What follows belongs to an exercise in optimizing a design on an open flow for small area; a production flow would make more cautious choices.
At most, simulation tests tie the RTL to the original design; equivalence was not proved.
No functional check of the RTL was part of runs 4 and 5.
Power is estimated from default activity; no workload was simulated.

### constraint.sdc
create_clock -name core_clock -period 12.0 [get_ports {clk_100M}]
set_input_delay 2.4000 -clock core_clock [delete_from_list [all_inputs] [get_ports {clk_100M}]]
set_output_delay 2.4000 -clock core_clock [all_outputs]
set_load 0.01 [all_outputs]
### run.sh
#!/bin/bash
# synth_recipe.tcl (not shown) runs the flow's synth.tcl, then flattens the netlist and writes it again
# the make line also repeats each setting of config.mk as NAME=value (left out here)
make -C /OpenROAD-flow-scripts/flow DESIGN_CONFIG=/design/flow/config.mk WORK_HOME=/design/flow/orfs CLKGATE_MAP_FILE= SYNTH_SCRIPT=/design/flow/synth_recipe.tcl finish
### design.v
    localparam int BOARD_W = 10;    
    localparam int POS_W   = 4;     
    localparam int STEP_W  = 12;    
    localparam int GROWTH_PERIOD_LOG2 = 4;
    localparam logic [POS_W-1:0] RED_CROWN_H  = 4'd2;
    localparam logic [POS_W-1:0] RED_CROWN_V  = 4'd3;
    localparam logic [POS_W-1:0] BLUE_CROWN_H = 4'd8;
    localparam logic [POS_W-1:0] BLUE_CROWN_V = 4'd7;
    localparam logic [1:0] NPC  = 2'd0;
    localparam logic [1:0] RED  = 2'd1;
    localparam logic [1:0] BLUE = 2'd2;
    localparam logic [1:0] TERRITORY = 2'd0;
    localparam logic [1:0] MOUNTAIN  = 2'd1;
    localparam logic [1:0] CROWN     = 2'd2;
    localparam logic [1:0] CITY      = 2'd3;
    localparam logic [2:0] KEY_W     = 3'd0;
    localparam logic [2:0] KEY_A     = 3'd1;
    localparam logic [2:0] KEY_S     = 3'd2;
    localparam logic [2:0] KEY_D     = 3'd3;
    localparam logic [2:0] KEY_SPACE = 3'd4;
    localparam logic [2:0] KEY_Z     = 3'd5;
    localparam logic [2:0] KEY_NONE  = 3'd6;    
    localparam logic [1:0] CHOOSE     = 2'b00;
    localparam logic [1:0] MOVE_TOTAL = 2'b10;
    localparam logic [1:0] MOVE_HALF  = 2'b11;
    localparam logic [2:0] READY        = 3'd0;
    localparam logic [2:0] IN_ROUND     = 3'd1;
    localparam logic [2:0] CHECK_WIN    = 3'd2;
    localparam logic [2:0] ROUND_SWITCH = 3'd3;
    localparam logic [2:0] GAME_OVER    = 3'd4;
    localparam logic [1:0] MOVE_BLOCKED  = 2'd0;
    localparam logic [1:0] MOVE_PEACEFUL = 2'd1;
    localparam logic [1:0] MOVE_ATTACK   = 2'd2;
`timescale 1ns/10ps
module game_top #(
    parameter int TROOP_W = 9
) (
    input  logic               clk_100M,
    input  logic               reset,
    input  logic               key_ready,
    input  logic [2:0]         key_data,
    output logic               key_read_fin,
    input  logic               wb_cyc,
    input  logic               wb_stb,
    input  logic               wb_we,
    input  logic [7:0]         wb_adr,
    input  logic [31:0]        wb_dat_i,
    output logic [31:0]        wb_dat_o,
    output logic               wb_ack
);
    localparam int BOARD_W = 10;    
    localparam int POS_W   = 4;     
    localparam int STEP_W  = 12;    
    localparam int GROWTH_PERIOD_LOG2 = 4;
    localparam logic [POS_W-1:0] RED_CROWN_H  = 4'd2;
    localparam logic [POS_W-1:0] RED_CROWN_V  = 4'd3;
    localparam logic [POS_W-1:0] BLUE_CROWN_H = 4'd8;
    localparam logic [POS_W-1:0] BLUE_CROWN_V = 4'd7;
    localparam logic [1:0] NPC  = 2'd0;
    localparam logic [1:0] RED  = 2'd1;
    localparam logic [1:0] BLUE = 2'd2;
    localparam logic [1:0] TERRITORY = 2'd0;
    localparam logic [1:0] MOUNTAIN  = 2'd1;
    localparam logic [1:0] CROWN     = 2'd2;
    localparam logic [1:0] CITY      = 2'd3;
    localparam logic [2:0] KEY_W     = 3'd0;
    localparam logic [2:0] KEY_A     = 3'd1;
    localparam logic [2:0] KEY_S     = 3'd2;
    localparam logic [2:0] KEY_D     = 3'd3;
    localparam logic [2:0] KEY_SPACE = 3'd4;
    localparam logic [2:0] KEY_Z     = 3'd5;
    localparam logic [2:0] KEY_NONE  = 3'd6;    
    localparam logic [1:0] CHOOSE     = 2'b00;
    localparam logic [1:0] MOVE_TOTAL = 2'b10;
    localparam logic [1:0] MOVE_HALF  = 2'b11;
    localparam logic [2:0] READY        = 3'd0;
    localparam logic [2:0] IN_ROUND     = 3'd1;
    localparam logic [2:0] CHECK_WIN    = 3'd2;
    localparam logic [2:0] ROUND_SWITCH = 3'd3;
    localparam logic [2:0] GAME_OVER    = 3'd4;
    localparam logic [1:0] MOVE_BLOCKED  = 2'd0;
    localparam logic [1:0] MOVE_PEACEFUL = 2'd1;
    localparam logic [1:0] MOVE_ATTACK   = 2'd2;
    function automatic logic [3:0] layout_cell(logic [3:0] h, logic [3:0] v);
        if (h == RED_CROWN_H && v == RED_CROWN_V) begin
            layout_cell = {RED, CROWN};
        end else if (h == BLUE_CROWN_H && v == BLUE_CROWN_V) begin
            layout_cell = {BLUE, CROWN};
        end else if (v == 5) begin
            layout_cell = {NPC, CITY};
        end else if (5'(h) + 5'(v) == 5'd9 && h >= 6) begin
            layout_cell = {NPC, MOUNTAIN};
        end else if (h >= 2 && h <= 5 && v >= 2 && v <= 5) begin
            layout_cell = {RED, CITY};
        end else begin
            layout_cell = {NPC, TERRITORY};
        end
    endfunction
    function automatic logic [TROOP_W-1:0] layout_troop(logic [3:0] c);
        if (c[1:0] == CROWN) begin
            layout_troop = (c[3:2] == RED) ? TROOP_W'(87) : TROOP_W'(89);
        end else if (c[1:0] == CITY && c[3:2] == RED) begin
            layout_troop = TROOP_W'(25);
        end else begin
            layout_troop = '0;
        end
    endfunction
    function automatic logic [1:0] piece_of(logic [3:0] h, logic [3:0] v);
        logic [3:0] c;
        c = layout_cell(h, v);
        piece_of = c[1:0];
    endfunction
    function automatic logic every_round(logic [3:0] h, logic [3:0] v);
        logic [1:0] p;
        p = piece_of(h, v);
        every_round = p == CITY || p == CROWN;
    endfunction
    logic [2:0]         state;
    logic [1:0]         current_player;
    logic [1:0]         winner;
    logic [1:0]         cursor_mode;
    logic [3:0]         cursor_h;
    logic [3:0]         cursor_v;
    logic [2:0]         pending;
    logic [13:0]        step_cnt;      
    logic [TROOP_W-1:0] srcv;          
    logic               pend_wr;       
    logic [TROOP_W-1:0] cell_troop [BOARD_W][BOARD_W];
    logic [1:0]         cell_own   [BOARD_W][BOARD_W];
    logic               start;
    logic               loaded;
    logic               fsm_run;
    logic [TROOP_W-1:0] g_city;
    logic [TROOP_W-1:0] g_terr;
    assign fsm_run = !key_ready;
    assign loaded  = state != READY;
    assign g_city  = step_cnt[9:1];
    assign g_terr  = step_cnt[13:5];
    function automatic logic [8:0] neighbour(logic [3:0] h, logic [3:0] v, logic [2:0] key);
        logic       ok;
        logic [3:0] th;
        logic [3:0] tv;
        ok = 1'b0;
        th = h;
        tv = v;
        case (key)
            KEY_W: begin
                ok = v != '0;
                tv = ok ? v - 1'b1 : v;
            end
            KEY_A: begin
                ok = h != '0;
                th = ok ? h - 1'b1 : h;
            end
            KEY_S: begin
                ok = v != POS_W'(BOARD_W - 1);
                tv = ok ? v + 1'b1 : v;
            end
            KEY_D: begin
                ok = h != POS_W'(BOARD_W - 1);
                th = ok ? h + 1'b1 : h;
            end
            default: ;
        endcase
        neighbour = {ok, th, tv};
    endfunction
    logic       tgt_ok;
    logic [3:0] tgt_h;
    logic [3:0] tgt_v;
    logic       tgt_mtn;       
    logic       tgt_city;      
    logic       cell_hit;
    logic [3:0] wb_h;
    logic [3:0] wb_v;
    assign cell_hit = wb_adr[7] && wb_adr[6:0] < 7'd100;
    assign wb_h     = 4'(wb_adr[6:0] / 7'd10);    
    assign wb_v     = 4'(wb_adr[6:0] % 7'd10);
    logic               need_port;     
    logic               defer_q;       
    logic [3:0]         hq_h;          
    logic [3:0]         hq_v;
    logic               undo_hit_q;    
    logic [TROOP_W-1:0] undo_troop_q;  
    logic [1:0]         undo_own_q;
    logic [3:0]         ph;
    logic [3:0]         pv;
    logic [BOARD_W-1:0] ph_sel;
    logic [BOARD_W-1:0] pv_sel;
    logic [TROOP_W-1:0] raw_troop;
    logic [1:0]         raw_own;
    logic [TROOP_W-1:0] port_rel;
    logic [1:0]         port_own;
    logic [TROOP_W-1:0] port_abs;
    assign need_port = fsm_run && state == IN_ROUND && pending != KEY_NONE;
    assign ph = need_port ? tgt_h : (defer_q ? hq_h : wb_h);
    assign pv = need_port ? tgt_v : (defer_q ? hq_v : wb_v);
    logic [TROOP_W-1:0] col_troop [BOARD_W];
    logic [1:0]         col_own   [BOARD_W];
    always_comb begin
        for (int i = 0; i < BOARD_W; i++) begin
            ph_sel[i] = ph == 4'(i);
            pv_sel[i] = pv == 4'(i);
        end
        raw_troop = '0;
        raw_own   = NPC;
        for (int h = 0; h < BOARD_W; h++) begin
            col_troop[h] = '0;
            col_own[h]   = NPC;
            for (int v = 0; v < BOARD_W; v++) begin
                if (piece_of(4'(h), 4'(v)) != MOUNTAIN) begin
                    col_troop[h] = col_troop[h] | ({TROOP_W{pv_sel[v]}} & cell_troop[h][v]);
                    col_own[h]   = col_own[h]   | ({2{pv_sel[v]}} & cell_own[h][v]);
                end
            end
            raw_troop = raw_troop | ({TROOP_W{ph_sel[h]}} & col_troop[h]);
            raw_own   = raw_own   | ({2{ph_sel[h]}} & col_own[h]);
        end
    end
    assign port_rel = (defer_q && undo_hit_q) ? undo_troop_q : raw_troop;
    assign port_own = (defer_q && undo_hit_q) ? undo_own_q : raw_own;
    assign port_abs = (port_own == NPC) ? '0
                    : port_rel + (every_round(ph, pv) ? g_city : g_terr);
    logic               half;
    logic [TROOP_W-1:0] sent;
    logic [TROOP_W-1:0] src_left;
    logic               own_target;
    logic [TROOP_W:0]   dst_diff;
    logic               capture;
    logic               blocked;
    logic               attack;
    logic               move_req;
    logic [TROOP_W-1:0] dst_new;
    logic [1:0]         dst_own_new;
    logic [TROOP_W-1:0] g_tgt;
    logic [TROOP_W-1:0] sent_g;
    logic [TROOP_W-1:0] g_cur;
    logic [TROOP_W-1:0] src_rel;
    assign half       = cursor_mode == MOVE_HALF;
    assign sent       = half ? srcv >> 1 : srcv - 1'b1;
    assign src_left   = half ? (srcv >> 1) + TROOP_W'(srcv[0]) : TROOP_W'(1);
    assign g_tgt      = tgt_city ? g_city : g_terr;
    assign sent_g     = sent - g_tgt;
    assign g_cur      = every_round(cursor_h, cursor_v) ? g_city : g_terr;
    assign src_rel    = srcv - g_cur;
    assign own_target = port_own == current_player;
    assign dst_diff   = {1'b0, port_abs} - {1'b0, sent};
    assign capture    = !own_target && dst_diff[TROOP_W];    
    assign blocked    = tgt_mtn;
    assign attack     = port_own != NPC && !own_target;
    assign move_req   = fsm_run && state == IN_ROUND && cursor_mode != CHOOSE
                        && tgt_ok && !blocked;
    assign dst_new    = own_target ? port_rel + sent
                      : capture    ? sent_g - port_abs
                      :              port_rel - sent;
    assign dst_own_new = capture ? current_player : port_own;
    logic               load;
    logic               wr_en;
    logic [3:0]         wr_h;
    logic [3:0]         wr_v;
    logic [1:0]         wr_own;
    logic [TROOP_W-1:0] wr_troop;
    logic [BOARD_W-1:0] wr_hsel;
    logic [BOARD_W-1:0] wr_vsel;
    assign load     = fsm_run && state == READY && start;
    assign wr_en    = move_req || pend_wr;
    assign wr_h     = move_req ? tgt_h : cursor_h;
    assign wr_v     = move_req ? tgt_v : cursor_v;
    assign wr_own   = move_req ? dst_own_new : current_player;
    assign wr_troop = move_req ? dst_new : src_rel;
    logic [TROOP_W-1:0] wr_troop_hi;
    logic [TROOP_W-1:0] wr_troop_lo;
    logic               wr_blue_hi;
    logic               wr_blue_lo;
    assign wr_troop_hi = wr_troop | {TROOP_W{load}};
    assign wr_troop_lo = wr_troop & ~{TROOP_W{load}};
    assign wr_blue_hi  = wr_own == BLUE || load;
    assign wr_blue_lo  = wr_own == BLUE && !load;
    always_comb begin
        for (int i = 0; i < BOARD_W; i++) begin
            wr_hsel[i] = load || (wr_en && wr_h == 4'(i));
            wr_vsel[i] = load || wr_v == 4'(i);
        end
    end
    for (genvar gh = 0; gh < BOARD_W; gh++) begin : g_col
        for (genvar gv = 0; gv < BOARD_W; gv++) begin : g_cell
            localparam logic [3:0] LAYOUT_C = layout_cell(4'(gh), 4'(gv));
            logic en;
            assign en = wr_hsel[gh] && wr_vsel[gv];
            if (LAYOUT_C[1:0] == MOUNTAIN) begin : g_mtn
                assign cell_troop[gh][gv] = '0;
                assign cell_own[gh][gv]   = NPC;
            end else if (LAYOUT_C[3:2] == NPC) begin : g_npc
                always_ff @(posedge clk_100M) begin
                    if (en) begin
                        cell_troop[gh][gv] <= wr_troop;
                        cell_own[gh][gv]   <= wr_own;
                    end
                end
            end else begin : g_player
                localparam logic [TROOP_W-1:0] LT = layout_troop(LAYOUT_C);
                logic blue;    
                always_ff @(posedge clk_100M) begin
                    if (en) begin
                        for (int b = 0; b < TROOP_W; b++) begin
                            cell_troop[gh][gv][b] <= LT[b] ? wr_troop_hi[b] : wr_troop_lo[b];
                        end
                        blue <= (LAYOUT_C[3:2] == BLUE) ? wr_blue_hi : wr_blue_lo;
                    end
                end
                assign cell_own[gh][gv] = blue ? BLUE : RED;
            end
        end
    end
    logic [1:0]  next_player;
    logic [2:0]  state_n;
    logic [1:0]  player_n;
    logic [1:0]  winner_n;
    logic [1:0]  mode_n;
    logic [3:0]  cursor_h_n;
    logic [3:0]  cursor_v_n;
    logic [2:0]  pending_n;
    logic [13:0] step_n;
    logic [8:0]  tgt_n;
    assign next_player = (current_player == RED) ? BLUE : RED;
    always_comb begin
        state_n    = state;
        player_n   = current_player;
        winner_n   = winner;
        mode_n     = cursor_mode;
        cursor_h_n = cursor_h;
        cursor_v_n = cursor_v;
        pending_n  = pending;
        step_n     = step_cnt;
        if (key_ready) begin
            if (key_data <= 3'd5) pending_n = key_data;    
        end else begin
            case (state)
                READY: if (start) begin
                    state_n    = IN_ROUND;
                    pending_n  = KEY_NONE;
                    player_n   = RED;
                    winner_n   = NPC;
                    mode_n     = CHOOSE;
                    cursor_h_n = RED_CROWN_H;
                    cursor_v_n = RED_CROWN_V;
                end
                IN_ROUND: if (pending != KEY_NONE) begin
                    pending_n = KEY_NONE;
                    if (cursor_mode == CHOOSE) begin
                        if (tgt_ok) begin
                            cursor_h_n = tgt_h;
                            cursor_v_n = tgt_v;
                        end else if (pending == KEY_SPACE && port_own == current_player
                                     && port_abs >= 2) begin
                            mode_n = MOVE_TOTAL;
                        end
                    end else if (pending == KEY_Z) begin
                        mode_n = (cursor_mode == MOVE_TOTAL) ? MOVE_HALF : MOVE_TOTAL;
                    end else if (pending == KEY_SPACE) begin
                        mode_n = CHOOSE;
                    end else if (move_req) begin
                        state_n = attack ? CHECK_WIN : ROUND_SWITCH;
                    end
                end
                CHECK_WIN: begin
                    if (cell_own[RED_CROWN_H][RED_CROWN_V] != RED) begin
                        winner_n = BLUE;
                        state_n  = GAME_OVER;
                    end else if (cell_own[BLUE_CROWN_H][BLUE_CROWN_V] != BLUE) begin
                        winner_n = RED;
                        state_n  = GAME_OVER;
                    end else begin
                        state_n = ROUND_SWITCH;
                    end
                end
                ROUND_SWITCH: begin
                    player_n   = next_player;
                    mode_n     = CHOOSE;
                    cursor_h_n = (next_player == RED) ? RED_CROWN_H : BLUE_CROWN_H;
                    cursor_v_n = (next_player == RED) ? RED_CROWN_V : BLUE_CROWN_V;
                    step_n     = step_cnt + 1'b1;    
                    state_n    = IN_ROUND;
                end
                GAME_OVER: pending_n = KEY_NONE;   
                default: state_n = READY;
            endcase
        end
    end
    assign tgt_n = neighbour(cursor_h_n, cursor_v_n, pending_n);
    always_ff @(posedge clk_100M or posedge reset) begin
        if (reset) begin
            key_read_fin   <= 1'b0;
            state          <= READY;
            current_player <= NPC;
            winner         <= NPC;
            cursor_mode    <= CHOOSE;
            cursor_h       <= '0;
            cursor_v       <= '0;
            step_cnt       <= '0;
        end else begin
            key_read_fin   <= key_ready;
            state          <= state_n;
            current_player <= player_n;
            winner         <= winner_n;
            cursor_mode    <= mode_n;
            cursor_h       <= cursor_h_n;
            cursor_v       <= cursor_v_n;
            step_cnt       <= step_n;
        end
    end
    always_ff @(posedge clk_100M) begin
        pending  <= pending_n;
        tgt_ok   <= tgt_n[8];
        tgt_h    <= tgt_n[7:4];
        tgt_v    <= tgt_n[3:0];
        tgt_mtn  <= piece_of(tgt_n[7:4], tgt_n[3:0]) == MOUNTAIN;
        tgt_city <= every_round(tgt_n[7:4], tgt_n[3:0]);
        if (need_port && cursor_mode == CHOOSE) begin
            srcv <= port_abs;
        end else if (move_req) begin
            srcv <= src_left;
        end
        pend_wr <= move_req;
    end
    logic               req;
    logic [31:0]        rd_data;
    logic [31:0]        dat_q;
    logic [TROOP_W-1:0] host_troop;
    assign req = wb_cyc && wb_stb && !wb_ack;
    assign host_troop = (pend_wr && wb_h == cursor_h && wb_v == cursor_v) ? srcv : port_abs;
    always_comb begin
        rd_data = '0;
        if (wb_adr == 8'd1) begin
            rd_data[2:0]   = state;
            rd_data[5:4]   = current_player;
            rd_data[7:6]   = winner;
            rd_data[9:8]   = cursor_mode;
            rd_data[19:16] = cursor_h;
            rd_data[23:20] = cursor_v;
        end else if (cell_hit) begin
            rd_data[TROOP_W-1:0] = host_troop;
            rd_data[17:16]       = loaded ? piece_of(wb_h, wb_v) : TERRITORY;
            rd_data[25:24]       = loaded ? port_own : NPC;
        end
    end
    always_ff @(posedge clk_100M or posedge reset) begin
        if (reset) begin
            wb_ack <= 1'b0;
            start  <= 1'b0;
        end else begin
            wb_ack <= req;
            start  <= req && wb_we && wb_adr == 8'd0 && wb_dat_i[0];
        end
    end
    always_ff @(posedge clk_100M) begin
        dat_q        <= rd_data;
        defer_q      <= req && need_port && cell_hit;
        hq_h         <= wb_h;
        hq_v         <= wb_v;
        undo_hit_q   <= wb_h == tgt_h && wb_v == tgt_v;
        undo_troop_q <= raw_troop;
        undo_own_q   <= raw_own;
    end
    always_comb begin
        wb_dat_o = dat_q;
        if (defer_q) begin
            wb_dat_o[TROOP_W-1:0] = port_abs;
            wb_dat_o[25:24]       = port_own;
        end
    end
endmodule
### config.mk
export PLATFORM = sky130hd
export DESIGN_NAME = game_top
export DESIGN_NICKNAME = game_top
export VERILOG_FILES = /design/flow/design.v
export SDC_FILE = /design/flow/constraint.sdc
export NUM_CORES = 8
export LEC_CHECK = 0
export ABC_AREA = 1
export CAP_MARGIN = 20
export CORE_MARGIN = 2
export CORE_UTILIZATION = 60
export CTS_BUF_LIST = sky130_fd_sc_hd__clkbuf_8
export CTS_CLUSTER_DIAMETER = 50
export CTS_CLUSTER_SIZE = 20
export GPL_TIMING_DRIVEN = 0
export SLEW_MARGIN = 20
==> results of run 1 <==
[cells in the final DEF (no fill, tap or decap), types with 34 or more instances in the layout]
cell type,count
clkbuf_8,120
a22o_1,64
nor2_2,97
dfrtp_1,34
nand3_1,216
nand2_1,773
a21oi_1,100
inv_1,384
nor2_1,403
dfxtp_1,56
buf_8,36
nand4_1,47
o21ai_0,120
xor2_1,46
edfxtp_1,1052
a221oi_1,115
buf_4,82
ha_1,65
buf_6,53
[registers in the layout (all words and copies together), names as in the netlist, 9 cells and up]
signal                              count
cell_troop                            864
cell_own                              166
step_cnt                               14
g_col.g_cell.genblk1.g_player.blue     13
dat_q                                  11
srcv                                    9
undo_troop_q                            9
wb_dat_o                                9
[per-stage QoR]
stage / std cells / area (sq um)
floorplan: 4169 / 49100
global placement: 5268 / 50800
detailed placement: 5338 / 52300
CTS: 5560 / 56300
global route: 5586 / 56900
finish: 5591 / 56900
[timing repair]
| item | CTS | global route |
|---|---|---|
| cloned | 0 | 3 |
| hold endpoints to repair | 0 | 0 |
| setup endpoints to repair | 1052 | 985 |
| hold buffers | 0 | 0 |
| pin swaps | 35 | 46 |
| buffers inserted | 20 | 25 |
| resized for setup | 335 | 109 |
[cell type report]
cell class / count / area (sq um) / share of cell area, %
repair buffers: 156 / 1840 / 3.22
flip-flops and latches: 1142 / 33600 / 58.9
clock inverters: 97 / 1150 / 2.02
inverters: 406 / 1550 / 2.72
plain buffers: 156 / 1330 / 2.34
clock buffers: 114 / 1570 / 2.76
diodes: 6 / 15.0 / 0.0264
well taps: 1060 / 1330 / 2.33
multi-input cells: 2454 / 14600 / 25.6
[cell families after synthesis]
group / count (synthesis) / synth area share, %
and+or+nand+nor: 1706 / 14.9
xor gates and xnor gates: 54 / 0.965
adders and majority gates: 81 / 2.28
buffers and inverters: 576 / 4.93
DFF: 1142 / 68.4
other: 1 / 0.00765
AOI/OAI and AO/OA: 598 / 8.47
[power groups by stage]
stage / Combinational (mW) / Sequential, mW / Clock, mW
global placement: 4.82 / 5.70 / 0
global route: 6.11 / 5.44 / 2.99
floorplan: 2.98 / 5.56 / 0
CTS: 5.43 / 5.43 / 2.85
finish: 5.78 / 5.43 / 2.86
detailed placement: 5.18 / 5.52 / 0
[routing by layer]
metal | routed length [um] | part of all wire (%) | vias to the layer above
met1 | 64200 | 37 | 17500
met4 | 10000 | 5.8 | 4
met5 | 31 | 0.018 | -
li1 | - | - | 15300
met2 | 70900 | 41 | 3009
met3 | 26500 | 15 | 535
[synth_stat cells, drive strengths merged, types with 6 or more instances]
cell	n
edfxtp	1052
nand2	831
nor2	518
inv	402
nand3	242
a221oi	156
o21ai	138
a21oi	126
buf	102
clkbuf	68
ha	67
a22o	65
dfxtp	56
nand4	48
xor2	46
dfrtp	34
nor3	29
a31oi	20
fa	14
o22ai	14
o211ai	12
nor4	11
a32o	10
a41oi	10
nand3b	10
or2	10
xnor2	8
a2111oi	7
o21bai	7
a31o	6
[final timing paths]
path | end | slack [ps] | depth (start not counted)
setup / recovery | wb_dat_o[8] | 280 | 44
setup reg to reg | cell_troop[24][4]$_DFFE_PP_ | 1820 | 42
max in group asynchronous | step_cnt[4]$_DFFE_PP0P_ | 9570 | 3
hold / removal | wb_ack$_DFF_PP0_ | 480 | 1
min in group asynchronous | current_player[1]$_DFFE_PP0P_ | 1940 | 2
hold reg to reg | wb_ack$_DFF_PP0_ | 480 | 1
==> impl_metrics.toml, run 1 <==
[worst_setup_path]
critical-path-top-delay-family = "simple AND/OR/NAND/NOR gates"
end_kind = "primary output"
cp-startpoint = "wb_adr[6]"
cp_max_fo = 10
r2r_start = "state[2]$_DFFE_PP0P_"
max_stage_delay_ps = 750
path_class = "input port to primary output"
path_buf_inv = 10
cp.required_ps = 9600
start_kind = "input port"
cpMaxStageDelayCell = "nor4_2"
cp_common_cell = "nand2_4"
arrival_ps = 9320

[route]
dr.pass1.iters = 6
routed_wl_um = 172000
wl_per_cell_um = 30.7
vias = 36300
drt-initial-drc-count = 6495
drc = 0
ant_nets = 0
via_per_inst = 6.50

[logic_synthesis]
synth_ff_type = "edfxtp_1"
synth_area_leader_cell = "edfxtp_1"
synth_cells = 4158
seq_area_frac_synth_pct = 68.4
ys_seq_elements = 1142
avgSynthCellArea_sq_um = 11.8
synth_edf_count = 1052
synthTopCellsByArea = "edfxtp_1 (64%), nand2_1 (6.1%), nor2_1 (3.8%)"
yosys.area.top_type_share_pct = 64.4
synthArstFlopShare_pct = 2.98
yosys_warnings = 26
syn-cell-area_sq_um = 49000
synth.distinct_cells = 63

[power]
power.density_nw_per_um2 = 247
p_comb_share_pct = 41.1
design_power_total_mw = 14.1
switching_share_pct = 41.2
vdd_drop_max_mv = 0.211
clockPowerShare_pct = 20.3
power_leakage_nw = 21.2
power.switching_mw = 5.80
p_int_mw = 8.27
p_seq_share_pct = 38.6

[global_route]
antenna_found_initial = 8
grt_pass1_vias = 32700
grt-ovfl-total = 0
met1_usage_pct = 58.5
grt_use_met3_pct = 10.7
use_met2_pct = 57.0
grt_pass1_wl_um = 238000
busiest_layer = "met1"
grt_start_max_net_pins = 85
grt_usage_pct = 40.3

[layout]
nNetsFinal = 4557
nFillCells = 5692
utilization_pct = 70.6
syn_to_final_growth_pct = 16.1
drive_gt1_share_pct = 17.7

[job]
cap_violations = 0

[sta]
whs_ps = 484
slew_headroom_pct = 18.9
slew_violations = 0
tns_ps = 0
fin_skew_ps = 73.3
fin_ws_ps = 280
max_freq_mhz = 85.3
fin_crit_ps = 11720
hold_viol_final = 0
finalSetupViolations = 0
tightest_slew_ps = 1220
post-route-period-util_pct = 97.7

[place]
port_buffers = 39
pre_cts_ws_ps = -3010
hpwl_um = 120000
place.gp.congestion = 1.01

[floorplan]
die_h_um = 290
ioPinCount = 83
start_util_pct = 60.8
core_area_sq_um = 80700
die_w_um = 290
die_area_sq_um = 84000
core.rowCount = 104

[clock_tree]
worstSkewPairLatency_ps = 810
htreeDepth = 3
clk_pin_slew_ps = 80
root_buffer = "clkbuf_8"
clkSinkCount = 1142
cts_tree = "done"
max-clock-path-buffers = 3
cts_buffers = 111

[min_path]
min_from = "wb_ack$_DFF_PP0_"
min_path_type = "register to register"

[status]
status = "timing/DRC/antenna clean"
==> run 2, diff against run 1 <==
==> config.mk (replaced) <==
export PLATFORM = sky130hd
export DESIGN_NAME = game_top
export DESIGN_NICKNAME = game_top
export VERILOG_FILES = /design/flow/design.v
export SDC_FILE = /design/flow/constraint.sdc
export NUM_CORES = 8
export LEC_CHECK = 0
export ABC_AREA = 1
export CAP_MARGIN = 20
export CORE_MARGIN = 2
export CORE_UTILIZATION = 40
export CTS_BUF_LIST = sky130_fd_sc_hd__clkbuf_4 sky130_fd_sc_hd__clkbuf_8
export SLEW_MARGIN = 20
==> run 2 against run 1 <==
Flip-flop and latch count is the same. Die area increased by 49%. First-iteration DRC count shrank 32%. Cell count up 14%. Area after synthesis unchanged. Sequential share of layout area is 1.5 points lower. Final area increased by 2.7%. Global-route usage fell by 16 points. Clock power up 14%. Critical path depth up 5. Critical endpoint is now wb_dat_o[6]. Largest cell class unchanged.
==> impl_metrics.toml, run 2 <==
[sta]
slew_headroom_pct = 21.2
fin_crit_ps = 11600
finalSetupViolations = 0
fin_skew_ps = 72.4
fin_ws_ps = 400
hold_viol_final = 0
rsz0062_at_grt = "false"
tns_ps = 0
post-route-period-util_pct = 96.7
max_freq_mhz = 86.2
tightest_slew_ps = 1180
slew_violations = 0

[place]
placed_cell_area_sq_um = 54600
place.gp.congestion = 0.905
hpwl_um = 106000
pre_cts_ws_ps = -269
port_buffers = 39

[clock_tree]
clk_pin_slew_ps = 60
cts_tree = "done"
clkSinkCount = 1142
cts_buffers = 179
root_buffer = "clkbuf_8"
worstSkewPairLatency_ps = 900
cts_hold_buf = 0
htreeDepth = 4
max-clock-path-buffers = 3

[worst_setup_path]
cp.required_ps = 9600
path_class = "input port to primary output"
end_kind = "primary output"
arrival_ps = 9200
cp_max_fo = 6
cpMaxStageDelayCell = "a221oi_1"
start_kind = "input port"
max_stage_delay_ps = 620

[layout]
final_common_cell = "edfxtp_1"
drive_gt1_share_pct = 18.6
final_cell_mix = "edfxtp_1 (1052), nand2_1 (783), nor2_1 (467), inv_1 (382), buf_4 (351)"
top_regs = "cell_troop x864, cell_own x166, step_cnt x14"
syn_to_final_growth_pct = 19.2
finish.instance_area_sq_um = 58500
regMostFlops = "cell_troop"
nNetsFinal = 4764
largest_reg_flops = 864

[global_route]
grt-ovfl-total = 0
met1_usage_pct = 33.5
use_met2_pct = 37.9
antenna_found_initial = 2
grt_use_met3_pct = 4.49
grt_pass1_wl_um = 222000
busiest_layer = "met2"
grt_pass1_vias = 32900
grt_start_max_net_pins = 84
grt_usage_pct = 24.2

[status]
status = "timing/DRC/antenna clean"

[logic_synthesis]
synth_cells = 4158
post-synth-top-count-cell = "edfxtp_1"
synthArstFlopShare_pct = 2.98
avgSynthCellArea_sq_um = 11.8
seq_area_frac_synth_pct = 68.4
yosys_warnings = 26
synth_area_leader_cell = "edfxtp_1"
ys_seq_elements = 1142
syn-cell-area_sq_um = 49000
synth_edf_count = 1052
synth.distinct_cells = 63
synth_ff_type = "edfxtp_1"
synthTopCellsByArea = "edfxtp_1 (64%), nand2_1 (6.1%), nor2_1 (3.8%)"
yosys.area.top_type_share_pct = 64.4
ys_top_cells_by_count = "edfxtp_1 (1052), nand2_1 (795), nor2_1 (502)"

[power]
power.density_nw_per_um2 = 254
p_seq_share_pct = 36.7
clockPowerShare_pct = 22.0
switching_share_pct = 38.4
p_int_mw = 9.15
vdd_drop_max_mv = 0.224
power.switching_mw = 5.71
p_comb_share_pct = 41.3
power_leakage_nw = 22.3

[floorplan]
core.rowCount = 128
die_area_sq_um = 125000
ioPinCount = 83
core_area_sq_um = 122000
start_util_pct = 40.3
die_h_um = 354
die_w_um = 354

[route]
ant_nets = 0
vias = 34900
drt-initial-drc-count = 4399
routed_wl_um = 154000
drc = 0
via_per_inst = 5.46
dr.pass1.iters = 5
wl_per_cell_um = 24.1

[min_path]
min_path_type = "register to register"

[job]
cap_violations = 0
run 2: cell types whose count changed in the layout (fill, tap and decap cells not counted), sizes merged, moves of 5 or more:
cell    change
buf       +198
clkbuf     +69
inv        -45
clkinv     +31
bufinv      -8
diode       -5
run 2: per-layer routing:
layer / share of wire [%] / wire length, um / vias to the layer above
met2: 46 / 70600 / 1645
met3: 9.1 / 14000 / 273
met5: 0 / 0 / -
li1: - / - / 15700
met4: 3.6 / 5510 / 0
met1: 41 / 63700 / 17300
run 2: power by group through the flow:
stage / combinational, mW / sequential (mW) / clock, mW
after global placement: 5.93 / 5.52 / 0
after floorplan: 2.98 / 5.56 / 0
final: 6.14 / 5.45 / 3.27
after CTS: 6.05 / 5.44 / 3.31
after global routing: 6.61 / 5.45 / 3.48
after detailed placement: 6.01 / 5.52 / 0
run 2: final cells by class:
type / count / area, sq um
antenna: 1 / 2.50
clock buffer: 242 / 2970
clock inverter: 71 / 552
fill: 10900 / 63200
inverter: 406 / 1530
multi-input combinational: 2451 / 13500
sequential: 1142 / 33600
tap: 1625 / 2030
timing repair buffer: 454 / 4300
run 2: cell families (layout without fill, tap and decap cells):
| group | after synthesis | after routing | share of synthesized area (%) |
|---|---|---|---|
| AO/OA/AOI/OAI | 598 | 598 | 8.47 |
| XOR/XNOR | 54 | 54 | 0.965 |
| adder cells (fa/ha/maj) | 81 | 81 | 2.28 |
| buffers and inverters | 576 | 1173 | 4.93 |
| flip-flops | 1142 | 1142 | 68.4 |
| other | 1 | 13 | 0.00765 |
| AND/OR/NAND/NOR | 1706 | 1706 | 14.9 |
run 2: per-stage QoR:
stage	hold WS [ps]	util, %	total power, mW	instances
CTS	485	47.8	14.8	6389
detailed placement	472	44.8	11.5	6067
floorplan	449	-	8.54	4169
global placement	471	44.8	11.5	6064
finish	481	48.0	14.9	6392
global route	500	48.0	15.5	6392
run 2: worst paths after layout:
path	startpoint	to	slack, ps	cells after the start
hold / removal	wb_ack$_DFF_PP0_	defer_q$_DFF_P_	480	1
max in group asynchronous	reset	wb_ack$_DFF_PP0_	9680	3
setup reg to reg	state[2]$_DFFE_PP0P_	cell_troop[8][8]$_DFFE_PP_	3180	51
hold reg to reg	wb_ack$_DFF_PP0_	defer_q$_DFF_P_	480	1
min in group asynchronous	reset	state[0]$_DFFE_PP0P_	1960	3
setup / recovery	wb_adr[4]	wb_dat_o[6]	400	49
run 2: what timing repair did:
action	CTS	global route
gates resized for setup	9	49
endpoints found under the setup margin	2	4
setup buffers	9	2
hold endpoints to repair	0	0
pin swaps	9	12
run 2: worst max-delay path: cells and delay by family:
kind,cells,cell delay (ps)
AOI/OAI and AO/OA,6,1500
adders and majority gates,3,620
buffers and inverters,12,1990
and+or+nand+nor,28,2660
==> run 3, diff against run 2 <==
==> flow/run.sh (new file) <==
#!/bin/bash
# Own layout flow: the standard flow (standard.sh) with two changes:
#  - synthesis: Yosys's abc pass maps the logic with flow/abc_map.script, an
#    area-oriented mapping, instead of ORFS's abc script (registers untouched);
#  - clock tree: clkbuf_8 buffers, larger sink clusters, no dummy loads.
# Each tool's output is in orfs/logs (ORFS) and flow_make.log here.
set -euo pipefail
W=$(pwd)
cat > "$W/own_synth.tcl" <<EOS
# The standard synthesis (synth_recipe.tcl), with abc's script replaced
proc abc {args} {
  set i [lsearch -exact \$args -script]
  if {\$i >= 0} { lset args [expr {\$i + 1}] {$W/flow/abc_map.script} }
  puts "abc with script $W/flow/abc_map.script"
  yosys abc {*}\$args
}
source {$W/synth_recipe.tcl}
EOS
CTS="-sink_clustering_enable -repair_clock_nets -dont_use_dummy_load"
CTS="$CTS -buf_list sky130_fd_sc_hd__clkbuf_8 -sink_clustering_size 20 -sink_clustering_max_diameter 50"
bash "$W/standard.sh" "SYNTH_SCRIPT=$W/own_synth.tcl" "CTS_ARGS=$CTS" finish > "$W/flow_make.log" 2>&1
==> flow/abc_map.script (new file) <==
strash
&get -n
&st
&dc2
&dch
&nf -R 1000
&put
==> standard.sh (new file) <==
#!/bin/bash
# synth_recipe.tcl (not shown) runs the flow's synth.tcl, then flattens the netlist and writes it again
# the make line also repeats each setting of config.mk as NAME=value (left out here)
make -C /OpenROAD-flow-scripts/flow DESIGN_CONFIG=/design/flow/config.mk WORK_HOME=/design/flow/orfs CLKGATE_MAP_FILE= SYNTH_SCRIPT=/design/flow/synth_recipe.tcl "${@:-finish}"
--- a/config.mk
+++ b/config.mk
@@ -8,6 +8,6 @@
 export ABC_AREA = 1
 export CAP_MARGIN = 20
 export CORE_MARGIN = 2
-export CORE_UTILIZATION = 40
-export CTS_BUF_LIST = sky130_fd_sc_hd__clkbuf_4 sky130_fd_sc_hd__clkbuf_8
+export CORE_UTILIZATION = 60
+export GPL_TIMING_DRIVEN = 0
 export SLEW_MARGIN = 20
removed: run.sh
==> run 3 against run 2 <==
Now fails the layout checks on setup timing. Power fell by 18%. Global-route usage grew 12 points. Combinational power is 14% lower. Worst setup slack lost 890 ps. Critical path type unchanged. Largest cell class unchanged.
==> impl_metrics.toml, run 3 <==
[min_path]
min_path_type = "register to register"

[floorplan]
die_w_um = 278
core_area_sq_um = 74400
ioPinCount = 83
die_area_sq_um = 77400
die_h_um = 278
core.rowCount = 100
start_util_pct = 60.6

[power]
power.density_nw_per_um2 = 233
p_int_mw = 7.61
vdd_drop_max_mv = 0.165
switching_share_pct = 37.7
power.switching_mw = 4.61
clockPowerShare_pct = 16.0
power_leakage_nw = 16.8
p_comb_share_pct = 42.9
p_seq_share_pct = 41.1

[global_route]
grt_start_max_net_pins = 71
grt_usage_pct = 36.4
grt_pass1_wl_um = 202000
busiest_layer = "met2"
grt-ovfl-total = 0
antenna_found_initial = 7
met1_usage_pct = 50.3
use_met2_pct = 54.8
grt_pass1_vias = 29200
grt_use_met3_pct = 9.81

[layout]
final_cell_mix = "edfxtp_1 (1052), a222oi_1 (304), a21oi_1 (135), nand2_1 (115), buf_4 (111)"
drive_gt1_share_pct = 18.6
top_regs = "cell_troop x864, cell_own x166, step_cnt x14"
nFillCells = 4758
regMostFlops = "cell_troop"
utilization_pct = 70.6
multi_input_area_sq_um = 12500
regArea_sq_um = 33600
largest_reg_flops = 864
syn_to_final_growth_pct = 16.5
final_common_cell = "edfxtp_1"
nNetsFinal = 3317
finish.instance_area_sq_um = 52600

[logic_synthesis]
seq_area_frac_synth_pct = 74.4
synth_top_family_by_area = "compound AO/OA/AOI/OAI gates"
synthAdderAreaFrac_pct = 2.48
synth_cells = 2831
yosys.area.top_type_share_pct = 70.1
synthMuxAreaShare_pct = 0.952
avgSynthCellArea_sq_um = 15.9
synth_ff_type = "edfxtp_1"
synth_compound_area_share_pct = 13.8
synthArstFlopShare_pct = 2.98
syn-cell-area_sq_um = 45100
synth.distinct_cells = 56
synth-simple-area-share_pct = 5.84
ys_top_cells_by_count = "edfxtp_1 (1052), a222oi_1 (304), nor2_1 (212)"
synth_area_leader_cell = "edfxtp_1"
yosys_warnings = 26
ys_seq_elements = 1142
synthTopCellsByArea = "edfxtp_1 (70%), a222oi_1 (6.7%), dfxtp_1 (2.5%)"
post-synth-top-count-cell = "edfxtp_1"
synth_xor_area_share_pct = 1.36
synth_edf_count = 1052

[sta]
max_freq_mhz = 80.1
fin_ws_ps = -489
slew_violations = 0
hold_viol_final = 0
slew_headroom_pct = 4.38
finalSetupViolations = 17
tightest_slew_ps = 1430
fin_crit_ps = 12490
rsz0062_at_grt = "true"
fin_skew_ps = 110
post-route-period-util_pct = 104

[worst_setup_path]
end_kind = "primary output"
arrival_ps = 10090
cpMaxStageDelayCell = "nor4_4"
max_stage_delay_ps = 630
path_class = "input port to primary output"
cp_max_fo = 18
start_kind = "input port"
cp.required_ps = 9600

[clock_tree]
clk_pin_slew_ps = 50
root_buffer = "clkbuf_8"
cts_tree = "done"
clkSinkCount = 1142
worstSkewPairLatency_ps = 790
max-clock-path-buffers = 3
cts_buffers = 104
cts_hold_buf = 0
htreeDepth = 3

[route]
wl_per_cell_um = 34.2
ant_nets = 0
drc = 0
via_per_inst = 7.22
drt-initial-drc-count = 5636
vias = 30000
routed_wl_um = 142000
dr.pass1.iters = 7

[place]
placed_cell_area_sq_um = 49300
place.gp.congestion = 0.933
port_buffers = 39
hpwl_um = 85800

[status]
status = "finished with violations"
violatedChecks = "setup timing"

[job]
cap_violations = 0
==> run 3: cell types whose count changed after synthesis, moves of 147 or more <==
cell      delta
nor2_1     -290
nand3_1    -195
a222oi_1   +304
nand2_1    -663
a221oi_1   -147
inv_1      -385
==> run 3: cells by family after synthesis <==
| logic type | after synthesis |
|---|---|
| DFF | 1142 |
| other | 1 |
| muxes | 41 |
| buffers and inverters | 110 |
| and+or+nand+nor | 568 |
| adders and majority gates | 81 |
| AOI/OAI and AO/OA | 818 |
| xor gates and xnor gates | 70 |
==> run 3: layout make-up <==
cell class,instances,area share (%)
flip-flops and latches,1142,63.9
multi-input cells,1593,23.7
repair buffers,235,6.27
clock buffers,104,2.72
well taps,969,2.31
inverters,89,0.764
plain buffers,21,0.300
repair inverters,1,0.0214
diodes,2,0.00952
==> run 3: final timing paths <==
path / from / endpoint / slack [ps] / depth (start not counted)
max reg2reg: state[0]$_DFFE_PP0P_ / g_col[2].g_cell[3].genblk1.g_player.blue$_DFFE_PP_ / 1810 / 45
min in group asynchronous: reset / state[0]$_DFFE_PP0P_ / 2090 / 2
min reg2reg: wb_ack$_DFF_PP0_ / wb_ack$_DFF_PP0_ / 460 / 1
max: wb_adr[4] / wb_dat_o[8] / -490 / 50
min: wb_ack$_DFF_PP0_ / wb_ack$_DFF_PP0_ / 460 / 1
max in group asynchronous: reset / start$_DFF_PP0_ / 9470 / 2
==> run 3: timing repair <==
item                                   in CTS  in global routing
gates cloned                               13                  2
gates resized for setup                   144                 66
buffers inserted                           80                 23
endpoints found under the hold margin       0                  0
pin swaps                                  58                 45
setup endpoints to repair                1057                596
==> run 3: per-stage QoR <==
| step | power, mW | instances | hold WS (ps) | setup slack, ps | setup TNS [ps] |
|---|---|---|---|---|---|
| after global routing | 12.6 | 4155 | 504 | -830 | -21600 |
| after detailed placement | 9.53 | 3935 | 455 | -4070 | -3481160 |
| final | 12.2 | 4156 | 461 | -489 | -2240 |
| after global placement | 9.05 | 3850 | 449 | -9180 | -7856720 |
| after floorplan | 7.63 | 2842 | 439 | -1200 | -662400 |
| after CTS | 11.9 | 4128 | 462 | -14.4 | -16.7 |
==> run 3: metal layers <==
metal  share of wire, %  vias to the layer above
met3                 13                      400
met4                5.1                        4
met1                 37                    15000
li1                   -                    12400
met2                 45                     2200
met5              0.058                        -
==> run 3: critical path: cells and delay by family <==
kind                       cells  cell delay (ps)
muxes                          1              170
buffers and inverters         12             1360
and+or+nand+nor               17             2690
adders and majority gates      2              380
xor gates and xnor gates       5              840
AOI/OAI and AO/OA             13             2170
==> run 3: power groups by stage <==
stage / logic (mW) / registers (mW) / clock network (mW)
after floorplan: 2.52 / 5.10 / 0
after global placement: 3.85 / 5.20 / 0
after detailed placement: 4.42 / 5.11 / 0
after CTS: 4.91 / 5.03 / 1.95
after global routing: 5.51 / 5.04 / 2.09
final: 5.25 / 5.03 / 1.95
==> run 4, diff against run 3 <==
--- a/design.v
+++ b/design.v
@@ -115,6 +115,19 @@
         p = piece_of(h, v);
         every_round = p == CITY || p == CROWN;
     endfunction
+    function automatic logic [1:0] piece_at(logic [6:0] a);
+        logic [3:0] c;
+        piece_at = TERRITORY;
+        for (int i = 0; i < BOARD_W * BOARD_W; i++) begin
+            c = layout_cell(4'(i / BOARD_W), 4'(i % BOARD_W));
+            if (a == 7'(i)) piece_at = c[1:0];
+        end
+    endfunction
+    function automatic logic every_round_at(logic [6:0] a);
+        logic [1:0] p;
+        p = piece_at(a);
+        every_round_at = p == CITY || p == CROWN;
+    endfunction
     logic [2:0]         state;
     logic [1:0]         current_player;
     logic [1:0]         winner;
@@ -169,62 +182,64 @@
     logic [3:0] tgt_v;
     logic       tgt_mtn;       
     logic       tgt_city;      
+    logic [6:0] tgt_idx;       
     logic       cell_hit;
-    logic [3:0] wb_h;
-    logic [3:0] wb_v;
+    logic [6:0] wb_idx;
     assign cell_hit = wb_adr[7] && wb_adr[6:0] < 7'd100;
-    assign wb_h     = 4'(wb_adr[6:0] / 7'd10);    
-    assign wb_v     = 4'(wb_adr[6:0] % 7'd10);
+    assign wb_idx   = wb_adr[6:0];
     logic               need_port;     
     logic               defer_q;       
-    logic [3:0]         hq_h;          
-    logic [3:0]         hq_v;
+    logic [6:0]         hq_idx;        
     logic               undo_hit_q;    
     logic [TROOP_W-1:0] undo_troop_q;  
     logic [1:0]         undo_own_q;
-    logic [3:0]         ph;
-    logic [3:0]         pv;
-    logic [BOARD_W-1:0] ph_sel;
-    logic [BOARD_W-1:0] pv_sel;
+    logic [6:0]         pidx;
+    logic [12:0]        phi_sel;       
+    logic [7:0]         plo_sel;       
     logic [TROOP_W-1:0] raw_troop;
     logic [1:0]         raw_own;
     logic [TROOP_W-1:0] port_rel;
     logic [1:0]         port_own;
     logic [TROOP_W-1:0] port_abs;
     assign need_port = fsm_run && state == IN_ROUND && pending != KEY_NONE;
-    assign ph = need_port ? tgt_h : (defer_q ? hq_h : wb_h);
-    assign pv = need_port ? tgt_v : (defer_q ? hq_v : wb_v);
-    logic [TROOP_W-1:0] col_troop [BOARD_W];
-    logic [1:0]         col_own   [BOARD_W];
+    assign pidx = defer_q ? hq_idx : (need_port ? tgt_idx : wb_idx);
+    logic [TROOP_W-1:0] grp_troop [13];
+    logic [1:0]         grp_own   [13];
     always_comb begin
-        for (int i = 0; i < BOARD_W; i++) begin
-            ph_sel[i] = ph == 4'(i);
-            pv_sel[i] = pv == 4'(i);
+        for (int i = 0; i < 13; i++) begin
+            phi_sel[i] = defer_q ? hq_idx[6:3] == 4'(i)
+                       : need_port ? tgt_idx[6:3] == 4'(i) : wb_idx[6:3] == 4'(i);
+        end
+        for (int i = 0; i < 8; i++) begin
+            plo_sel[i] = defer_q ? hq_idx[2:0] == 3'(i)
+                       : need_port ? tgt_idx[2:0] == 3'(i) : wb_idx[2:0] == 3'(i);
         end
         raw_troop = '0;
         raw_own   = NPC;
-        for (int h = 0; h < BOARD_W; h++) begin
-            col_troop[h] = '0;
-            col_own[h]   = NPC;
-            for (int v = 0; v < BOARD_W; v++) begin
-                if (piece_of(4'(h), 4'(v)) != MOUNTAIN) begin
-                    col_troop[h] = col_troop[h] | ({TROOP_W{pv_sel[v]}} & cell_troop[h][v]);
-                    col_own[h]   = col_own[h]   | ({2{pv_sel[v]}} & cell_own[h][v]);
+        for (int g = 0; g < 13; g++) begin
+            grp_troop[g] = '0;
+            grp_own[g]   = NPC;
+            for (int l = 0; l < 8; l++) begin
+                if (g * 8 + l < BOARD_W * BOARD_W
+                    && piece_at(7'(g * 8 + l)) != MOUNTAIN) begin
+                    grp_troop[g] = grp_troop[g]
+                                 | ({TROOP_W{plo_sel[l]}} & cell_troop[(g*8+l) / BOARD_W][(g*8+l) % BOARD_W]);
+                    grp_own[g]   = grp_own[g]
+                                 | ({2{plo_sel[l]}} & cell_own[(g*8+l) / BOARD_W][(g*8+l) % BOARD_W]);
                 end
             end
-            raw_troop = raw_troop | ({TROOP_W{ph_sel[h]}} & col_troop[h]);
-            raw_own   = raw_own   | ({2{ph_sel[h]}} & col_own[h]);
+            raw_troop = raw_troop | ({TROOP_W{phi_sel[g]}} & grp_troop[g]);
+            raw_own   = raw_own   | ({2{phi_sel[g]}} & grp_own[g]);
         end
     end
     assign port_rel = (defer_q && undo_hit_q) ? undo_troop_q : raw_troop;
     assign port_own = (defer_q && undo_hit_q) ? undo_own_q : raw_own;
     assign port_abs = (port_own == NPC) ? '0
-                    : port_rel + (every_round(ph, pv) ? g_city : g_terr);
+                    : port_rel + (every_round_at(pidx) ? g_city : g_terr);
     logic               half;
     logic [TROOP_W-1:0] sent;
     logic [TROOP_W-1:0] src_left;
     logic               own_target;
-    logic [TROOP_W:0]   dst_diff;
     logic               capture;
     logic               blocked;
     logic               attack;
@@ -232,26 +247,36 @@
     logic [TROOP_W-1:0] dst_new;
     logic [1:0]         dst_own_new;
     logic [TROOP_W-1:0] g_tgt;
-    logic [TROOP_W-1:0] sent_g;
+    logic [TROOP_W:0]   sent_g;        
+    logic [TROOP_W-1:0] sent_2g;       
     logic [TROOP_W-1:0] g_cur;
     logic [TROOP_W-1:0] src_rel;
+    logic               tgt_owned;
+    logic               carry_g;       
+    logic               gt;            
+    logic               capture_owned;
     assign half       = cursor_mode == MOVE_HALF;
     assign sent       = half ? srcv >> 1 : srcv - 1'b1;
     assign src_left   = half ? (srcv >> 1) + TROOP_W'(srcv[0]) : TROOP_W'(1);
     assign g_tgt      = tgt_city ? g_city : g_terr;
-    assign sent_g     = sent - g_tgt;
+    assign sent_g     = {1'b0, sent} - {1'b0, g_tgt};
+    assign sent_2g    = sent_g[TROOP_W-1:0] - g_tgt;
     assign g_cur      = every_round(cursor_h, cursor_v) ? g_city : g_terr;
     assign src_rel    = srcv - g_cur;
     assign own_target = port_own == current_player;
-    assign dst_diff   = {1'b0, port_abs} - {1'b0, sent};
-    assign capture    = !own_target && dst_diff[TROOP_W];    
+    assign tgt_owned  = port_own != NPC;
+    assign carry_g    = ({1'b0, port_rel} + {1'b0, g_tgt}) >= (TROOP_W+1)'(1 << TROOP_W);
+    assign gt         = sent_g[TROOP_W-1:0] > port_rel;
+    assign capture_owned = gt ? (carry_g || !sent_g[TROOP_W]) : (carry_g && !sent_g[TROOP_W]);
+    assign capture    = !own_target && (tgt_owned ? capture_owned : sent != '0);
     assign blocked    = tgt_mtn;
-    assign attack     = port_own != NPC && !own_target;
+    assign attack     = tgt_owned && !own_target;
     assign move_req   = fsm_run && state == IN_ROUND && cursor_mode != CHOOSE
                         && tgt_ok && !blocked;
     assign dst_new    = own_target ? port_rel + sent
-                      : capture    ? sent_g - port_abs
-                      :              port_rel - sent;
+                      : !capture   ? port_rel - sent
+                      : tgt_owned  ? sent_2g - port_rel
+                      :              sent_g[TROOP_W-1:0];
     assign dst_own_new = capture ? current_player : port_own;
     logic               load;
     logic               wr_en;
@@ -415,6 +440,7 @@
         tgt_v    <= tgt_n[3:0];
         tgt_mtn  <= piece_of(tgt_n[7:4], tgt_n[3:0]) == MOUNTAIN;
         tgt_city <= every_round(tgt_n[7:4], tgt_n[3:0]);
+        tgt_idx  <= 7'(tgt_n[7:4]) * 7'd10 + 7'(tgt_n[3:0]);
         if (need_port && cursor_mode == CHOOSE) begin
             srcv <= port_abs;
         end else if (move_req) begin
@@ -427,7 +453,7 @@
     logic [31:0]        dat_q;
     logic [TROOP_W-1:0] host_troop;
     assign req = wb_cyc && wb_stb && !wb_ack;
-    assign host_troop = (pend_wr && wb_h == cursor_h && wb_v == cursor_v) ? srcv : port_abs;
+    assign host_troop = (pend_wr && wb_idx == 7'(cursor_h) * 7'd10 + 7'(cursor_v)) ? srcv : port_abs;
     always_comb begin
         rd_data = '0;
         if (wb_adr == 8'd1) begin
@@ -439,7 +465,7 @@
             rd_data[23:20] = cursor_v;
         end else if (cell_hit) begin
             rd_data[TROOP_W-1:0] = host_troop;
-            rd_data[17:16]       = loaded ? piece_of(wb_h, wb_v) : TERRITORY;
+            rd_data[17:16]       = loaded ? piece_at(wb_idx) : TERRITORY;
             rd_data[25:24]       = loaded ? port_own : NPC;
         end
     end
@@ -455,9 +481,8 @@
     always_ff @(posedge clk_100M) begin
         dat_q        <= rd_data;
         defer_q      <= req && need_port && cell_hit;
-        hq_h         <= wb_h;
-        hq_v         <= wb_v;
-        undo_hit_q   <= wb_h == tgt_h && wb_v == tgt_v;
+        hq_idx       <= wb_idx;
+        undo_hit_q   <= wb_idx == tgt_idx;
         undo_troop_q <= raw_troop;
         undo_own_q   <= raw_own;
     end
--- a/flow/run.sh
+++ b/flow/run.sh
@@ -17,5 +17,5 @@
 source {$W/synth_recipe.tcl}
 EOS
 CTS="-sink_clustering_enable -repair_clock_nets -dont_use_dummy_load"
-CTS="$CTS -buf_list sky130_fd_sc_hd__clkbuf_8 -sink_clustering_size 20 -sink_clustering_max_diameter 50"
+CTS="$CTS -buf_list sky130_fd_sc_hd__clkbuf_8 -sink_clustering_size 16 -sink_clustering_max_diameter 45"
 bash "$W/standard.sh" "SYNTH_SCRIPT=$W/own_synth.tcl" "CTS_ARGS=$CTS" finish > "$W/flow_make.log" 2>&1
==> run 4 against run 3 <==
The run now finishes clean. Worst setup slack improved by 940 ps. Critical path depth fell by 22. Hold slack improved by 6.5 ps. Combinational power fell by 9.9%. Critical path type unchanged. Largest cell class unchanged.
==> impl_metrics.toml, run 4 <==
[status]
status = "timing/DRC/antenna clean"

[logic_synthesis]
avgSynthCellArea_sq_um = 15.2
synth_edf_count = 1052
synth_ff_type = "edfxtp_1"
post-synth-top-count-cell = "edfxtp_1"
synth_cells = 3047
synthArstFlopShare_pct = 2.96
synth.distinct_cells = 61
synth_area_leader_cell = "edfxtp_1"
syn-cell-area_sq_um = 46400
synthTopCellsByArea = "edfxtp_1 (68%), a222oi_1 (3.9%), dfxtp_1 (2.6%)"
yosys_warnings = 26
seq_area_frac_synth_pct = 72.6
ys_top_cells_by_count = "edfxtp_1 (1052), nor2_1 (230), a222oi_1 (182)"
yosys.area.top_type_share_pct = 68.1
ys_seq_elements = 1147

[sta]
max_freq_mhz = 86.6
post-route-period-util_pct = 96.2
slew_headroom_pct = 21.5
tightest_slew_ps = 1170
fin_crit_ps = 11550
rsz0062_at_grt = "false"
fin_skew_ps = 138
fin_ws_ps = 451
hold_viol_final = 0
slew_violations = 0
whs_ps = 467
finalSetupViolations = 0

[layout]
nNetsFinal = 3498
finish.instance_area_sq_um = 52400
regMostFlops = "cell_troop"
syn_to_final_growth_pct = 13.1
utilization_pct = 68.8
top_regs = "cell_troop x864, cell_own x166, step_cnt x14"
regArea_sq_um = 33700
final_cell_mix = "edfxtp_1 (1052), a222oi_1 (182), nand2_1 (178), a21oi_1 (154), nor2_1 (137)"
drive_gt1_share_pct = 13.1
nFillCells = 5162
largest_reg_flops = 864
multi_input_area_sq_um = 13000
final_common_cell = "edfxtp_1"

[power]
power.density_nw_per_um2 = 226
power_leakage_nw = 17.0
p_comb_share_pct = 40.0
vdd_drop_max_mv = 0.158
design_power_total_mw = 11.8
p_int_mw = 7.37
switching_share_pct = 37.7
p_seq_share_pct = 42.8
power.switching_mw = 4.45
clockPowerShare_pct = 17.2

[worst_setup_path]
cp.required_ps = 9600
reg2regPathDepth = 35
cp_max_fo = 13
start_kind = "input port"
cp_common_cell = "a21oi_1"
r2r_setup_slack_ps = 1840
r2r_end = "cell_troop[23][8]$_DFFE_PP_"
arrival_ps = 9150
path_class = "input port to primary output"
path_buf_inv = 5
max_stage_delay_ps = 660
cpMaxStageDelayCell = "a221oi_1"
critical-path-top-delay-family = "compound AO/OA/AOI/OAI gates"
end_kind = "primary output"
r2r_start = "state[0]$_DFFE_PP0P_"

[clock_tree]
cts_tree = "done"
cts_hold_buf = 0
htreeDepth = 3
cts_buffers = 115
clk_pin_slew_ps = 60
worstSkewPairLatency_ps = 790
root_buffer = "clkbuf_8"
max-clock-path-buffers = 3
clkSinkCount = 1147

[min_path]
min_path_type = "register to register"
hold_path_depth = 1
min_from = "winner[0]$_DFFE_PP0P_"
hold_end = "dat_q[6]$_DFF_P_"

[floorplan]
die_w_um = 282
die_h_um = 282
start_util_pct = 60.9
die_area_sq_um = 79500
core.rowCount = 101
core_area_sq_um = 76200
ioPinCount = 83

[place]
placed_cell_area_sq_um = 50400
pre_cts_ws_ps = -2160
port_buffers = 39
hpwl_um = 91800
place.gp.congestion = 0.926

[global_route]
grt-ovfl-total = 0
antenna_found_initial = 5
grt_pass1_vias = 29700
grt_pass1_wl_um = 200000
grt_start_max_net_pins = 84
grt_usage_pct = 34.9

[route]
drc = 0
vias = 30500
routed_wl_um = 137000
dr.pass1.iters = 8
via_per_inst = 6.97
ant_nets = 0
wl_per_cell_um = 31.4
drt-initial-drc-count = 4938

[job]
cap_violations = 0
==> run 4: worst max path at each step <==
stage                    from                          end  slack (ps)  cells after the start
floorplan           key_ready                  wb_dat_o[8]          10                     28
global placement    key_ready  cell_troop[42][0]$_DFFE_PP_       -8660                     20
detailed placement  key_ready                  wb_dat_o[8]       -2160                     30
CTS                 key_ready                  wb_dat_o[8]          30                     31
global route        key_ready                  wb_dat_o[7]          90                     30
finish              key_ready                  wb_dat_o[7]         450                     28
==> run 4: layout make-up <==
type | count | area share [%]
antenna | 4 | 0.0191
buffer | 21 | 0.301
clock buffer | 115 | 3.02
inverter | 104 | 0.780
multi-input combinational | 1786 | 24.8
sequential | 1147 | 64.2
tap | 1030 | 2.46
timing repair buffer | 164 | 4.39
==> run 4: per-stage QoR <==
| stage | TNS (ps) | cells |
|---|---|---|
| detailed placement | -457770 | 4232 |
| finish | 0 | 4371 |
| global route | 0 | 4369 |
| CTS | 0 | 4357 |
| floorplan | 0 | 3058 |
| global placement | -8102010 | 4127 |
==> run 4: timing repair <==
item,4_1_cts,5_1_grt
pin swaps,7,10
setup endpoints to repair,338,4
hold endpoints to repair,0,0
gates resized for setup,36,30
setup buffers,10,9
==> run 4: power by group through the flow <==
stage	clock [mW]	combinational, mW	sequential, mW
after floorplan	0	2.59	5.13
after global placement	0	4.00	5.23
after detailed placement	0	4.52	5.14
after CTS	2.05	4.59	5.05
after global routing	2.19	5.04	5.07
final	2.03	4.73	5.06
==> run 4: cell families after synthesis <==
group	after synthesis	synth area share, %
compound gates	888	14.0
xor+xnor	79	1.49
simple gates	648	6.34
buf+inv	125	1.18
fa+ha+maj	111	3.26
mux	48	1.10
flops	1147	72.6
other cells	1	0.00809
==> run 4: layer usage <==
metal / GRT usage [%] / vias up / share of wire (%)
li1: - / 13000 / -
met1: 48.1 / 15200 / 38
met2: 53.3 / 1923 / 45
met3: 8.65 / 373 / 12
met4: 15.5 / 2 / 5.2
met5: 0 / - / 0.0058
==> run 4: worst register-to-register path: cells and delay by family, from the launching register on <==
kind / cells / cell delay (ps)
simple gates: 11 / 2850
buf+inv: 6 / 1220
xor+xnor: 2 / 330
compound gates: 13 / 3700
mux: 1 / 370
fa+ha+maj: 2 / 800
flops: 1 / 560
==> run 5, diff against run 4 <==
--- a/config.mk
+++ b/config.mk
@@ -6,8 +6,8 @@
 export NUM_CORES = 8
 export LEC_CHECK = 0
 export ABC_AREA = 1
-export CAP_MARGIN = 20
+export CAP_MARGIN = 5
 export CORE_MARGIN = 2
 export CORE_UTILIZATION = 60
 export GPL_TIMING_DRIVEN = 0
-export SLEW_MARGIN = 20
+export SLEW_MARGIN = 5
==> run 5 against run 4 <==
The layout now fails its checks (capacitance limit). Via count increased by 0.48%. Wire length increased by 1.2%. Register-to-register slack got worse by 90 ps. Critical path depth decreased by 4. Clock skew fell by 10 ps. Utilization barely moved. Worst setup slack lost 230 ps. Critical endpoint is now wb_dat_o[8]. Largest cell class unchanged.
==> impl_metrics.toml, run 5 <==
[floorplan]
ioPinCount = 83
die_h_um = 282
die_w_um = 282
core.rowCount = 101
die_area_sq_um = 79500
start_util_pct = 60.9
core_area_sq_um = 76200

[route]
via_per_inst = 7.00
drc = 0
drt-initial-drc-count = 4811
highest_layer = "met5"
wirelength_met1_um = 50800
wl_per_cell_um = 31.8
wl_met2_um = 63800
routed_wl_um = 139000
ant_nets = 0
wl_met3_um = 17700
dr.pass1.iters = 8
vias = 30600

[sta]
fin_crit_ps = 11780
tightest_slew_ps = 1500
finalSetupViolations = 0
hold_viol_final = 0
max_freq_mhz = 84.9
slew_headroom_pct = -0.631
fin_ws_ps = 223
slew_violations = 10
fin_skew_ps = 128
post-route-period-util_pct = 98.1

[place]
pre_cts_ws_ps = -2550
port_buffers = 39
dp_cells = 4224
place.gp.congestion = 0.926
hpwl_um = 92000

[logic_synthesis]
synthArstFlopShare_pct = 2.96
yosys.area.top_type_share_pct = 68.1
ys_seq_elements = 1147
synthTopCellsByArea = "edfxtp_1 (68%), a222oi_1 (3.9%), dfxtp_1 (2.6%)"
synth_cells = 3047
post-synth-top-count-cell = "edfxtp_1"
synthAdderAreaFrac_pct = 3.26
synth_top_family_by_area = "compound AO/OA/AOI/OAI gates"
synthMuxAreaShare_pct = 1.10
avgSynthCellArea_sq_um = 15.2
synth_edf_count = 1052
synth_compound_area_share_pct = 14.0
yosys_warnings = 26
ys_top_cells_by_count = "edfxtp_1 (1052), nor2_1 (230), a222oi_1 (182)"
synth_ff_type = "edfxtp_1"
seq_area_frac_synth_pct = 72.6
synth-simple-area-share_pct = 6.34
synth_area_leader_cell = "edfxtp_1"
synth_xor_area_share_pct = 1.49
synth.distinct_cells = 61
syn-cell-area_sq_um = 46400

[clock_tree]
root_buffer = "clkbuf_8"
clk_pin_slew_ps = 70
cts_buffers = 118
max-clock-path-buffers = 3
htreeDepth = 3
worstSkewPairLatency_ps = 790
cts_tree = "done"
clkSinkCount = 1147

[min_path]
hold_path_depth = 1
min_path_type = "register to register"

[worst_setup_path]
start_kind = "input port"
r2r_setup_slack_ps = 1750
cp_max_fo = 15
r2r_start = "state[0]$_DFFE_PP0P_"
crit_end = "wb_dat_o[8]"
max_stage_delay_ps = 940
reg2regPathDepth = 26
arrival_ps = 9380
r2r_end = "cell_troop[45][2]$_DFFE_PP_"
end_kind = "primary output"
cp-startpoint = "wb_adr[3]"
path_class = "input port to primary output"
cpMaxStageDelayCell = "clkdlybuf4s50_1"
cp.required_ps = 9600
cp_cell_sequence = "clkdlybuf4s50_1 > nor2_1 > o31a_1 > nand4_1 > a31oi_1 > or4_1 > nor4_4 > nand3_2 > mux2i_4 > clkinv_2 > ha_1 > o21ai_0 > nand2b_1 > and2_0 > o21ai_0 > clkinv_1 > o21ai_1 > nand2b_1 > a21oi_1 > xor2_1 > a21oi_1 > o21ai_2 > a21oi_1 > clkdlybuf4s50_1"
cp_common_cell = "a21oi_1"

[layout]
utilization_pct = 68.8
final_common_cell = "edfxtp_1"
final_cell_mix = "edfxtp_1 (1052), nor2_1 (216), a222oi_1 (182), nand2_1 (175), a21oi_1 (161)"
nFillCells = 5161
syn_to_final_growth_pct = 13.0
regArea_sq_um = 33700
multi_input_area_sq_um = 12700
drive_gt1_share_pct = 10.6
nNetsFinal = 3499
top_regs = "cell_troop x864, cell_own x166, step_cnt x14"
largest_reg_flops = 864
regMostFlops = "cell_troop"
fin_cells = 4371

[power]
power.density_nw_per_um2 = 227
vdd_drop_max_mv = 0.165
power_leakage_nw = 17.1

[global_route]
grt_pass1_vias = 29900
grt_start_max_net_pins = 85
grt-ovfl-total = 0
grt_usage_pct = 35.2
antenna_found_initial = 6
grt_pass1_wl_um = 201000

[job]
cap_violations = 1

[status]
status = "finished with violations"
violatedChecks = "capacitance limit"
## run 5: metrics by stage
step | hold WS, ps | total power [mW] | area [sq um] | setup TNS [ps]
floorplan | 439 | 7.72 | 46500 | 0
global placement | 456 | 9.24 | 48200 | -8102010
detailed placement | 466 | 9.68 | 50200 | -757460
CTS | 452 | 11.8 | 52100 | 0
global route | 486 | 12.4 | 52400 | -73.2
finish | 444 | 11.9 | 52400 | 0
## run 5: where the power goes
group | internal [mW] | total (mW) | leakage (nW) | switching (mW)
registers | 4.95 | 5.06 | 10.4 | 0.109
logic | 1.62 | 4.79 | 5.86 | 3.16
clock network | 0.865 | 2.07 | 0.848 | 1.20
total | 7.43 | 11.9 | 17.1 | 4.48
## run 5: cells by family (layout without fill, tap and decap cells)
kind of cell / count (synthesis) / after routing
AO/OA/AOI/OAI: 888 / 888
XOR/XNOR: 79 / 79
adder cells (fa/ha/maj): 111 / 111
buffers and inverters: 125 / 404
flip-flops: 1147 / 1147
multiplexers: 48 / 48
other: 1 / 15
AND/OR/NAND/NOR: 648 / 649
## run 5: final cells by class
| cell class | instances | area share, % |
|---|---|---|
| Sequential cell | 1147 | 64.2 |
| Multi-Input combinational cell | 1787 | 24.3 |
| Timing Repair Buffer | 161 | 4.83 |
| Clock buffer | 118 | 3.10 |
| Tap cell | 1030 | 2.46 |
| Inverter | 104 | 0.762 |
| Buffer | 21 | 0.301 |
| Antenna cell | 3 | 0.0143 |
## run 5: worst max-delay path: cells and delay by family
family          cells  cell delay [ps]
compound gates      9             1850
xor+xnor            1              120
fa+ha+maj           1              340
buf+inv             4             1770
mux                 1              250
simple gates        8             2620
## run 5: metal layers
layer / vias to the layer above / GRT usage [%]
li1: 13000 / -
met1: 15200 / 47.8
met2: 2079 / 54.3
met3: 346 / 9.11
met4: 4 / 15.5
met5: - / 0
## run 5: what timing repair did
item                                    in CTS  in global routing
buffers inserted                            16                  5
pin swaps                                   10                  8
resized for setup                           39                 34
endpoints found under the setup margin     469                  4
gates cloned                                 1                  0
endpoints found under the hold margin        0                  0
hold buffers                                 0                  0
## run 5: worst min path at each step
stage	from	endpoint	slack [ps]
global placement	wb_ack$_DFF_PP0_	wb_ack$_DFF_PP0_	460
finish	winner[0]$_DFFE_PP0P_	dat_q[6]$_DFF_P_	440
CTS	winner[0]$_DFFE_PP0P_	dat_q[6]$_DFF_P_	450
detailed placement	winner[0]$_DFFE_PP0P_	dat_q[6]$_DFF_P_	470
global route	winner[0]$_DFFE_PP0P_	dat_q[6]$_DFF_P_	490
floorplan	winner[0]$_DFFE_PP0P_	dat_q[6]$_DFF_P_	440

==> static timing again, ports no longer ideal <==
No port has a modelled driver above. Below, the same layouts with a new extraction and two added sets of constraints. Step 1 assumes that a clkbuf_16 drives the clock port and a buf_2 every other input. Step 2 also shifts input and output timing later by t, the mid clock arrival at the registers, as if the neighbouring blocks saw the same clock. Three values: ideal ports, drivers, drivers and shift; two values: the first two.
run | shift t [ns] | slack for setup (ns) | worst register clock-pin slew, ns
run 1 | 0.835 | 0.280 / 0.257 / -0.259 | 0.12 / 0.12
run 2 | 0.937 | 0.400 / 0.376 / 0.376 | 0.08 / 0.08
run 3 | 0.798 | -0.489 / -0.546 / -0.899 | 0.12 / 0.12
run 4 | 0.785 | 0.451 / 0.433 / 0.287 | 0.09 / 0.09
run 5 | 0.785 | 0.223 / 0.195 / 0.140 | 0.10 / 0.10
With both steps, setup timing fails in run 1, where it was met with ideal ports. The setup slack of run 1, which loses most, moves by -0.023 ns with the drivers and by -0.539 ns with both steps.
